What follows belongs to an exercise in optimizing a design on an open flow for small area and a short achievable clock period; a production flow would make more cautious choices.
RTL that was checked went through simulation tests only; none was proved equivalent to the original.

==> delta: inputs <==
==> flow/design.v <==
module hq_dh_sequencer #(
  parameter int Q       = 8,
  parameter int N       = 16,
  parameter int HQ_ROWS = 4,
  parameter int HQ_COLS = 32,
  parameter int TIMEOUT = 64
) (
  input  logic                clk,
  input  logic                rst,
  input  logic                wr_en,
  input  logic signed [N-1:0] wr_real,
  input  logic signed [N-1:0] wr_im,
  input  logic                start,
  input  logic                Dh_result_valid,
  output logic                loaded,
  output logic                busy,
  output logic                Dh_en,
  output logic signed [N-1:0] out_real,
  output logic signed [N-1:0] out_im,
  output logic [3:0]          q_idx,
  output logic                done,
  output logic                err
);
  localparam int DEPTH  = HQ_ROWS * HQ_COLS;
  localparam int ADDR_W = $clog2(DEPTH);
  localparam int BURST  = 2 * HQ_ROWS;
  localparam int K_W    = $clog2(BURST);
  localparam int LAST_Q = HQ_COLS / 2 - 1;
  localparam int CNT_W  = $clog2(TIMEOUT);
  localparam int W      = 2 * N;                
  localparam int NFIX   = 2 * BURST;            
  localparam int CLEN   = LAST_Q + 1 - 2;       
  if (((HQ_COLS % 2) != 0) || (HQ_COLS / 2 > 16) || (Q >= N)) begin : g_param_check
    $error("hq_dh_sequencer: unsupported parameter set");
  end
  typedef enum logic [1:0] {
    S_IDLE,
    S_FEED,
    S_WAIT,
    S_DONE
  } state_t;
  state_t              r_state,    w_state_nxt;
  logic [ADDR_W-1:0]   r_wr_ptr,   w_wr_ptr_nxt;
  logic                r_loaded,   w_loaded_nxt;
  logic                r_busy,     w_busy_nxt;
  logic                r_err,      w_err_nxt;
  logic                r_done,     w_done_nxt;
  logic                r_dh_en,    w_dh_en_nxt;
  logic [3:0]          r_q,        w_q_nxt;
  logic [K_W-1:0]      r_k,        w_k_nxt;
  logic [CNT_W-1:0]    r_wait_cnt, w_wait_cnt_nxt;
  logic [W-1:0]        r_out,      w_out_nxt;
  logic                r_valid_d;
  logic                r_wv;
  logic [W-1:0]        r_wd;
  logic [3:0]          r_off,      w_off_nxt;
  logic                r_ra;        
  logic [BURST-1:0]    r_shf;       
  logic [BURST-1:0]    r_sh;        
  logic [1:0]          r_shb;       
  logic                r_rdf;       
  logic                r_rds;       
  logic                r_rda;       
  logic                w_accept;
  logic                w_wr_fire;
  logic                w_rd_en;
  logic                w_go;
  logic [W-1:0]        w_rd_data;
  logic [W-1:0]        b_pos0 [2];
  logic [W-1:0]        b_pos1 [2];
  logic [W-1:0]        head   [BURST];
  assign w_accept  = (r_state == S_WAIT) && Dh_result_valid && !r_valid_d;
  assign w_wr_fire = (r_state == S_IDLE) && !r_loaded && wr_en;
  always_comb begin
    w_state_nxt    = r_state;
    w_wr_ptr_nxt   = r_wr_ptr;
    w_loaded_nxt   = r_loaded;
    w_busy_nxt     = r_busy;
    w_err_nxt      = r_err;
    w_q_nxt        = r_q;
    w_k_nxt        = r_k;
    w_wait_cnt_nxt = (r_state == S_WAIT) ? r_wait_cnt + CNT_W'(1) : '0;
    w_dh_en_nxt    = 1'b0;
    w_done_nxt     = 1'b0;
    case (r_state)
      S_IDLE: begin
        if (start && r_loaded) begin
          w_state_nxt = S_FEED;
          w_err_nxt   = 1'b0;
          w_busy_nxt  = 1'b1;
          w_q_nxt     = '0;
          w_k_nxt     = '0;
          w_dh_en_nxt = 1'b1;
        end else if (w_wr_fire) begin
          if (r_wr_ptr == ADDR_W'(DEPTH - 1)) begin
            w_wr_ptr_nxt = '0;
            w_loaded_nxt = 1'b1;
          end else begin
            w_wr_ptr_nxt = r_wr_ptr + ADDR_W'(1);
          end
        end
      end
      S_FEED: begin
        if (r_k == K_W'(BURST - 1)) begin
          w_state_nxt = S_WAIT;
        end else begin
          w_k_nxt     = r_k + K_W'(1);
          w_dh_en_nxt = 1'b1;
        end
      end
      S_WAIT: begin
        if (w_accept) begin
          if (r_q == 4'(LAST_Q)) begin
            w_state_nxt  = S_DONE;
            w_done_nxt   = 1'b1;
            w_busy_nxt   = 1'b0;
            w_loaded_nxt = 1'b0;
            w_wr_ptr_nxt = '0;
          end else begin
            w_state_nxt = S_FEED;
            w_q_nxt     = r_q + 4'd1;
            w_k_nxt     = '0;
            w_dh_en_nxt = 1'b1;
          end
        end else if (r_wait_cnt == CNT_W'(TIMEOUT - 1)) begin
          w_state_nxt = S_IDLE;
          w_err_nxt   = 1'b1;
          w_busy_nxt  = 1'b0;
        end
      end
      S_DONE: begin
        w_state_nxt = S_IDLE;
      end
      default: begin
        w_state_nxt = S_IDLE;
      end
    endcase
  end
  typedef enum logic [3:0] {
    R_HEAD0 = 4'd0,    
    R_B0P0  = 4'd8,
    R_B0P1  = 4'd9,
    R_B1P0  = 4'd10,
    R_B1P1  = 4'd11
  } rsel_t;
  rsel_t r_rsel, w_rsel_nxt;
  rsel_t w_rsel_go, w_rsel_stay;
  assign w_go = (r_state == S_IDLE) ? start : w_accept;
  always_comb begin
    case (r_state)
      S_IDLE:  w_rsel_go = r_loaded ? R_B0P1 : R_B0P0;
      S_WAIT:  w_rsel_go = (r_q == 4'd0) ? R_B1P1 :
                           (r_q == 4'(LAST_Q)) ? R_B0P0 : rsel_t'(R_HEAD0 + 4'd1);
      default: w_rsel_go = w_rsel_stay;
    endcase
  end
  always_comb begin
    case (r_state)
      S_FEED:  w_rsel_stay = (r_k != K_W'(BURST - 1)) ?
                             ((r_q == 4'd0) ? R_B0P1 :
                              (r_q == 4'd1) ? R_B1P1 : rsel_t'({1'b0, r_k + K_W'(2)})) :
                             ((r_q == 4'd0) ? R_B1P0 : R_HEAD0);
      S_WAIT:  w_rsel_stay = (r_wait_cnt == CNT_W'(TIMEOUT - 1)) ? R_B0P0 :
                             (r_q == 4'd0) ? R_B1P0 : R_HEAD0;
      default: w_rsel_stay = R_B0P0;
    endcase
  end
  assign w_rsel_nxt = w_go ? w_rsel_go : w_rsel_stay;
  always_comb begin
    case (r_rsel)
      R_B0P0:  w_rd_data = b_pos0[0];
      R_B0P1:  w_rd_data = b_pos1[0];
      R_B1P0:  w_rd_data = b_pos0[1];
      R_B1P1:  w_rd_data = b_pos1[1];
      default: w_rd_data = head[r_rsel[K_W-1:0]];
    endcase
  end
  assign w_rd_en = r_rdf || (r_rds && start) || (r_rda && Dh_result_valid && !r_valid_d);
  assign w_out_nxt = w_rd_en ? w_rd_data : r_out;
  assign w_off_nxt = (r_ra || r_shf[BURST-1]) ?
                     ((r_off == 4'(CLEN - 1)) ? 4'd0 : r_off + 4'd1) : r_off;
  always_ff @(posedge clk) begin
    if (rst) begin
      r_state    <= S_IDLE;
      r_wr_ptr   <= '0;
      r_loaded   <= 1'b0;
      r_busy     <= 1'b0;
      r_err      <= 1'b0;
      r_done     <= 1'b0;
      r_dh_en    <= 1'b0;
      r_q        <= '0;
      r_k        <= '0;
      r_wait_cnt <= '0;
      r_out      <= '0;
      r_valid_d  <= 1'b0;
      r_wv       <= 1'b0;
      r_off      <= '0;
      r_ra       <= 1'b0;
      r_shf      <= '0;
      r_sh       <= '0;
      r_shb      <= '0;
      r_rsel     <= R_B0P0;
      r_rdf      <= 1'b0;
      r_rds      <= 1'b0;
      r_rda      <= 1'b0;
    end else begin
      r_state    <= w_state_nxt;
      r_wr_ptr   <= w_wr_ptr_nxt;
      r_loaded   <= w_loaded_nxt;
      r_busy     <= w_busy_nxt;
      r_err      <= w_err_nxt;
      r_done     <= w_done_nxt;
      r_dh_en    <= w_dh_en_nxt;
      r_q        <= w_q_nxt;
      r_k        <= w_k_nxt;
      r_wait_cnt <= w_wait_cnt_nxt;
      r_out      <= w_out_nxt;
      r_valid_d  <= Dh_result_valid;
      r_wv       <= w_wr_fire;
      r_rsel     <= w_rsel_nxt;
      r_rdf      <= (w_state_nxt == S_FEED) && (w_k_nxt != K_W'(BURST - 1));
      r_rds      <= (w_state_nxt == S_IDLE) && w_loaded_nxt;
      r_rda      <= (w_state_nxt == S_WAIT) && (w_q_nxt != 4'(LAST_Q));
      r_off      <= w_off_nxt;
      r_ra       <= (w_off_nxt != 4'd0) && (!r_busy || (r_q < 4'd2));
      for (int k = 0; k < BURST; k++) begin
        r_shf[k] <= (r_state == S_FEED) && (r_q >= 4'd2) && (r_k == K_W'(k));
        r_sh[k]  <= (w_wr_fire && (r_wr_ptr >= ADDR_W'(NFIX)) && (r_wr_ptr[K_W-1:0] == K_W'(k))) ||
                    ((w_off_nxt != 4'd0) && (!r_busy || (r_q < 4'd2))) ||
                    ((r_state == S_FEED) && (r_q >= 4'd2) && (r_k == K_W'(k)));
      end
      for (int b = 0; b < 2; b++) begin
        r_shb[b] <= (w_wr_fire && (r_wr_ptr < ADDR_W'(NFIX)) && (r_wr_ptr[K_W] == 1'(b))) ||
                    ((w_state_nxt == S_FEED) && (w_q_nxt == 4'(b)));
      end
    end
  end
  always_ff @(posedge clk) begin
    r_wd <= {wr_real, wr_im};
  end
  for (genvar b = 0; b < 2; b++) begin : g_burst
    logic [BURST*W-1:0] r_ch;
    always_ff @(posedge clk) begin
      if (r_shb[b])
        r_ch <= {r_wv ? r_wd : r_ch[W-1:0], r_ch[BURST*W-1:W]};
    end
    assign b_pos0[b] = r_ch[W-1:0];
    assign b_pos1[b] = r_ch[2*W-1:W];
  end
  for (genvar k = 0; k < BURST; k++) begin : g_chain
    logic [CLEN*W-1:0] r_ch;
    always_ff @(posedge clk) begin
      if (r_sh[k])
        r_ch <= {r_wv ? r_wd : r_ch[W-1:0], r_ch[CLEN*W-1:W]};
    end
    assign head[k] = r_ch[W-1:0];
  end
  assign loaded   = r_loaded;
  assign busy     = r_busy;
  assign Dh_en    = r_dh_en;
  assign out_real = r_out[W-1:N];
  assign out_im   = r_out[N-1:0];
  assign q_idx    = r_q;
  assign done     = r_done;
  assign err      = r_err;
endmodule
==> flow/flow/run.sh <==
#!/bin/bash
# The standard layout, with one pin-placement constraint sourced just before
# place_pins (flow/io.tcl): the output ports are kept together on the bottom edge.
# Synthesis and every other step are the standard flow's.
set -euo pipefail
here=$(pwd)
bash standard.sh "PRE_IO_PLACEMENT_TCL=$here/flow/io.tcl" finish > standard_flow.log 2>&1
==> flow/flow/io.tcl <==
# Keep the output ports together on one edge, so the output registers and the
# read mux that feeds them can sit in one place next to their pins.
set outs {}
foreach p [get_ports -quiet {out_real[*] out_im[*] loaded busy Dh_en q_idx[*] done err}] {
  lappend outs [get_full_name $p]
}
set_io_pin_constraint -group -pin_names $outs -region bottom:*
==> flow/standard.sh <==
#!/bin/bash
# synth_recipe.tcl (not shown) runs the flow's synth.tcl, then flattens the netlist and writes it again
# the make line also repeats each setting of config.mk as NAME=value (left out here)
make -C /OpenROAD-flow-scripts/flow DESIGN_CONFIG=/design/flow/config.mk WORK_HOME=/design/flow/orfs CLKGATE_MAP_FILE= SYNTH_SCRIPT=/design/flow/synth_recipe.tcl "${@:-finish}"
==> flow/config.mk <==
export PLATFORM = sky130hd
export DESIGN_NAME = hq_dh_sequencer
export DESIGN_NICKNAME = hq_dh_sequencer
export VERILOG_FILES = /design/flow/design.v
export SDC_FILE = /design/flow/constraint.sdc
export NUM_CORES = 4
export LEC_CHECK = 0
export CAP_MARGIN = 20
export CORE_MARGIN = 2
export CORE_UTILIZATION = 70
export CTS_CLUSTER_DIAMETER = 60
export CTS_CLUSTER_SIZE = 24
export SETUP_SLACK_MARGIN = 3.6
export SLEW_MARGIN = 20
==> flow/constraint.sdc <==
create_clock -name core_clock -period 6.0 [get_ports {clk}]
set_input_delay 1.2000 -clock core_clock [delete_from_list [all_inputs] [get_ports {clk}]]
set_output_delay 1.2000 -clock core_clock [all_outputs]
set_load 0.01 [all_outputs]
==> ember (differences from delta) <==
--- a/flow/design.v
+++ b/flow/design.v
@@ -27,5 +27,5 @@
   localparam int K_W    = $clog2(BURST);
   localparam int LAST_Q = HQ_COLS / 2 - 1;
-  localparam int CNT_W  = $clog2(TIMEOUT);
+  localparam int CNT_W  = $clog2(TIMEOUT + 1);
   localparam int W      = 2 * N;                
   localparam int NFIX   = 2 * BURST;            
@@ -53,17 +53,12 @@
   logic                r_valid_d;
   logic                r_wv;
+  logic [ADDR_W-1:0]   r_wa;
   logic [W-1:0]        r_wd;
-  logic [3:0]          r_off,      w_off_nxt;
-  logic                r_ra;        
-  logic [BURST-1:0]    r_shf;       
-  logic [BURST-1:0]    r_sh;        
-  logic [1:0]          r_shb;       
-  logic                r_rdf;       
-  logic                r_rds;       
-  logic                r_rda;       
+  logic [3:0]          r_off;
   logic                w_accept;
   logic                w_wr_fire;
   logic                w_rd_en;
-  logic                w_go;
+  logic                w_realign;
+  logic                w_chain_feed;
   logic [W-1:0]        w_rd_data;
   logic [W-1:0]        b_pos0 [2];
@@ -80,7 +75,8 @@
     w_q_nxt        = r_q;
     w_k_nxt        = r_k;
-    w_wait_cnt_nxt = (r_state == S_WAIT) ? r_wait_cnt + CNT_W'(1) : '0;
+    w_wait_cnt_nxt = r_wait_cnt;
     w_dh_en_nxt    = 1'b0;
     w_done_nxt     = 1'b0;
+    w_rd_en        = 1'b0;
     case (r_state)
       S_IDLE: begin
@@ -92,4 +88,5 @@
           w_k_nxt     = '0;
           w_dh_en_nxt = 1'b1;
+          w_rd_en     = 1'b1;
         end else if (w_wr_fire) begin
           if (r_wr_ptr == ADDR_W'(DEPTH - 1)) begin
@@ -103,8 +100,10 @@
       S_FEED: begin
         if (r_k == K_W'(BURST - 1)) begin
-          w_state_nxt = S_WAIT;
+          w_state_nxt    = S_WAIT;
+          w_wait_cnt_nxt = '0;
         end else begin
           w_k_nxt     = r_k + K_W'(1);
           w_dh_en_nxt = 1'b1;
+          w_rd_en     = 1'b1;
         end
       end
@@ -122,4 +121,5 @@
             w_k_nxt     = '0;
             w_dh_en_nxt = 1'b1;
+            w_rd_en     = 1'b1;
           end
         end else if (r_wait_cnt == CNT_W'(TIMEOUT - 1)) begin
@@ -127,4 +127,6 @@
           w_err_nxt   = 1'b1;
           w_busy_nxt  = 1'b0;
+        end else begin
+          w_wait_cnt_nxt = r_wait_cnt + CNT_W'(1);
         end
       end
@@ -145,26 +147,12 @@
   } rsel_t;
   rsel_t r_rsel, w_rsel_nxt;
-  rsel_t w_rsel_go, w_rsel_stay;
-  assign w_go = (r_state == S_IDLE) ? start : w_accept;
   always_comb begin
-    case (r_state)
-      S_IDLE:  w_rsel_go = r_loaded ? R_B0P1 : R_B0P0;
-      S_WAIT:  w_rsel_go = (r_q == 4'd0) ? R_B1P1 :
-                           (r_q == 4'(LAST_Q)) ? R_B0P0 : rsel_t'(R_HEAD0 + 4'd1);
-      default: w_rsel_go = w_rsel_stay;
+    case (w_state_nxt)
+      S_FEED:  w_rsel_nxt = (w_q_nxt == 4'd0) ? R_B0P1 :
+                            (w_q_nxt == 4'd1) ? R_B1P1 : rsel_t'({1'b0, w_k_nxt + K_W'(1)});
+      S_WAIT:  w_rsel_nxt = (w_q_nxt == 4'd0) ? R_B1P0 : R_HEAD0;
+      default: w_rsel_nxt = R_B0P0;
     endcase
   end
-  always_comb begin
-    case (r_state)
-      S_FEED:  w_rsel_stay = (r_k != K_W'(BURST - 1)) ?
-                             ((r_q == 4'd0) ? R_B0P1 :
-                              (r_q == 4'd1) ? R_B1P1 : rsel_t'({1'b0, r_k + K_W'(2)})) :
-                             ((r_q == 4'd0) ? R_B1P0 : R_HEAD0);
-      S_WAIT:  w_rsel_stay = (r_wait_cnt == CNT_W'(TIMEOUT - 1)) ? R_B0P0 :
-                             (r_q == 4'd0) ? R_B1P0 : R_HEAD0;
-      default: w_rsel_stay = R_B0P0;
-    endcase
-  end
-  assign w_rsel_nxt = w_go ? w_rsel_go : w_rsel_stay;
   always_comb begin
     case (r_rsel)
@@ -176,8 +164,8 @@
     endcase
   end
-  assign w_rd_en = r_rdf || (r_rds && start) || (r_rda && Dh_result_valid && !r_valid_d);
   assign w_out_nxt = w_rd_en ? w_rd_data : r_out;
-  assign w_off_nxt = (r_ra || r_shf[BURST-1]) ?
-                     ((r_off == 4'(CLEN - 1)) ? 4'd0 : r_off + 4'd1) : r_off;
+  assign w_chain_feed = (r_state == S_FEED) && (r_q >= 4'd2);
+  assign w_realign    = (r_off != 4'd0) &&
+                        ((r_state == S_IDLE) || (r_state == S_DONE) || (r_q < 4'd2));
   always_ff @(posedge clk) begin
     if (rst) begin
@@ -196,12 +184,5 @@
       r_wv       <= 1'b0;
       r_off      <= '0;
-      r_ra       <= 1'b0;
-      r_shf      <= '0;
-      r_sh       <= '0;
-      r_shb      <= '0;
       r_rsel     <= R_B0P0;
-      r_rdf      <= 1'b0;
-      r_rds      <= 1'b0;
-      r_rda      <= 1'b0;
     end else begin
       r_state    <= w_state_nxt;
@@ -219,28 +200,19 @@
       r_wv       <= w_wr_fire;
       r_rsel     <= w_rsel_nxt;
-      r_rdf      <= (w_state_nxt == S_FEED) && (w_k_nxt != K_W'(BURST - 1));
-      r_rds      <= (w_state_nxt == S_IDLE) && w_loaded_nxt;
-      r_rda      <= (w_state_nxt == S_WAIT) && (w_q_nxt != 4'(LAST_Q));
-      r_off      <= w_off_nxt;
-      r_ra       <= (w_off_nxt != 4'd0) && (!r_busy || (r_q < 4'd2));
-      for (int k = 0; k < BURST; k++) begin
-        r_shf[k] <= (r_state == S_FEED) && (r_q >= 4'd2) && (r_k == K_W'(k));
-        r_sh[k]  <= (w_wr_fire && (r_wr_ptr >= ADDR_W'(NFIX)) && (r_wr_ptr[K_W-1:0] == K_W'(k))) ||
-                    ((w_off_nxt != 4'd0) && (!r_busy || (r_q < 4'd2))) ||
-                    ((r_state == S_FEED) && (r_q >= 4'd2) && (r_k == K_W'(k)));
-      end
-      for (int b = 0; b < 2; b++) begin
-        r_shb[b] <= (w_wr_fire && (r_wr_ptr < ADDR_W'(NFIX)) && (r_wr_ptr[K_W] == 1'(b))) ||
-                    ((w_state_nxt == S_FEED) && (w_q_nxt == 4'(b)));
-      end
+      if (w_realign || (w_chain_feed && r_k == K_W'(BURST - 1)))
+        r_off <= (r_off == 4'(CLEN - 1)) ? 4'd0 : r_off + 4'd1;
     end
   end
   always_ff @(posedge clk) begin
+    r_wa <= r_wr_ptr;
     r_wd <= {wr_real, wr_im};
   end
   for (genvar b = 0; b < 2; b++) begin : g_burst
     logic [BURST*W-1:0] r_ch;
+    logic               w_load, w_shift;
+    assign w_load  = r_wv && (r_wa < ADDR_W'(NFIX)) && (r_wa[K_W] == 1'(b));
+    assign w_shift = w_load || ((r_state == S_FEED) && (r_q == 4'(b)));
     always_ff @(posedge clk) begin
-      if (r_shb[b])
+      if (w_shift)
         r_ch <= {r_wv ? r_wd : r_ch[W-1:0], r_ch[BURST*W-1:W]};
     end
@@ -250,6 +222,9 @@
   for (genvar k = 0; k < BURST; k++) begin : g_chain
     logic [CLEN*W-1:0] r_ch;
+    logic              w_load, w_shift;
+    assign w_load  = r_wv && (r_wa >= ADDR_W'(NFIX)) && (r_wa[K_W-1:0] == K_W'(k));
+    assign w_shift = w_load || w_realign || (w_chain_feed && (r_k == K_W'(k)));
     always_ff @(posedge clk) begin
-      if (r_sh[k])
+      if (w_shift)
         r_ch <= {r_wv ? r_wd : r_ch[W-1:0], r_ch[CLEN*W-1:W]};
     end
==> flow/run.sh (new file) <==
#!/bin/bash
# synth_recipe.tcl (not shown) runs the flow's synth.tcl, then flattens the netlist and writes it again
# the make line also repeats each setting of config.mk as NAME=value (left out here)
make -C /OpenROAD-flow-scripts/flow DESIGN_CONFIG=/design/flow/config.mk WORK_HOME=/design/flow/orfs CLKGATE_MAP_FILE= SYNTH_SCRIPT=/design/flow/synth_recipe.tcl finish
--- a/flow/config.mk
+++ b/flow/config.mk
@@ -8,7 +8,5 @@
 export CAP_MARGIN = 20
 export CORE_MARGIN = 2
-export CORE_UTILIZATION = 70
-export CTS_CLUSTER_DIAMETER = 60
-export CTS_CLUSTER_SIZE = 24
-export SETUP_SLACK_MARGIN = 3.6
+export CORE_UTILIZATION = 60
+export SETUP_SLACK_MARGIN = 3.0
 export SLEW_MARGIN = 20
removed: flow/flow/run.sh
removed: flow/flow/io.tcl
removed: flow/standard.sh
==> violet (differences from delta) <==
==> flow/run.sh (new file) <==
#!/bin/bash
# synth_recipe.tcl (not shown) runs the flow's synth.tcl, then flattens the netlist and writes it again
# the make line also repeats each setting of config.mk as NAME=value (left out here)
make -C /OpenROAD-flow-scripts/flow DESIGN_CONFIG=/design/flow/config.mk WORK_HOME=/design/flow/orfs CLKGATE_MAP_FILE= SYNTH_SCRIPT=/design/flow/synth_recipe.tcl finish
--- a/flow/config.mk
+++ b/flow/config.mk
@@ -8,5 +8,5 @@
 export CAP_MARGIN = 20
 export CORE_MARGIN = 2
-export CORE_UTILIZATION = 70
+export CORE_UTILIZATION = 80
 export CTS_CLUSTER_DIAMETER = 60
 export CTS_CLUSTER_SIZE = 24
removed: flow/flow/run.sh
removed: flow/flow/io.tcl
removed: flow/standard.sh
==> results.txt <==
Of delta and ember, delta has the higher sequential share of layout area (gap 4.4 points). Against delta, the clock skew of ember is lower by 0.0036 ns. Final cell count: delta is smaller than ember (8.3%). Against ember, the critical path depth of delta is lower by 11. delta finished clean. violet failed in 4_1_cts on DPL-0033. ember completed without violations. Of delta and ember, delta has the higher global-route usage (gap 3.2 points). Of ember and delta, ember has the higher die area (gap 16%, measured against delta).
==> figures <==
quantity	delta	violet	ember
Outcome	timing/DRC/antenna clean	stopped before the end	timing/DRC/antenna clean
Failing step	-	4_1_cts	-
Violation count after the first detailed-routing iteration	6,611	-	5,972
Post-synthesis instance total	5,681	5,681	5,578
Number of distinct standard cells referenced by the synthesized netlist	73	73	65
Adder-cell share of the synthesized area	0.1782%	0.1782%	0.1598%
Final Non-Filler Cells	8,596	-	9,375
Setup total negative slack	0 ns	-	0 ns
Global placement routability congestion	0.8805	0.8750	0.7835
Routed length on met1	104.4 mm	-	104.8 mm
Crit path buf inv count	1	-	2
Number of nets produced by synthesis	5,737	5,737	5,632
Well tap count	2,511	-	2,958
Post-CTS setup buffer count	15	67	25
Fillers	9,836	-	13,348
No functional check of the RTL was part of ember.

## static timing again, ports no longer ideal
In the flow no input, the clock included, has a driving cell. The finished layouts below were timed again as built, in two steps. Step 1 assumes that a clkbuf_16 drives the clock port and a buf_2 every other input. Step 2 adds t to the input delays and takes it off the output delays; t is the mean of the earliest and latest rising clock arrival at the registers after step 1. Input paths then give back, and output paths get back, about the clock's delay inside the block. Three values: no drivers, after step 1, after step 2; two values: the first two.
| run | t (ns) | setup WS [ns] | worst setup path at the end | worst data-port slew with drivers (ns) | cell pins on the clock port's net |
|---|---|---|---|---|---|
| delta | 0.943 | 3.326 / 3.244 / 2.777 | input to register | 0.14 | 1 |
| ember | 1.012 | 2.937 / 2.990 / 1.991 | input to register | 0.07 | 1 |
After both steps every run listed still meets setup and hold. For ember, which loses most, drivers alone change the setup slack by +0.053 ns; drivers and shift together by -0.946 ns.
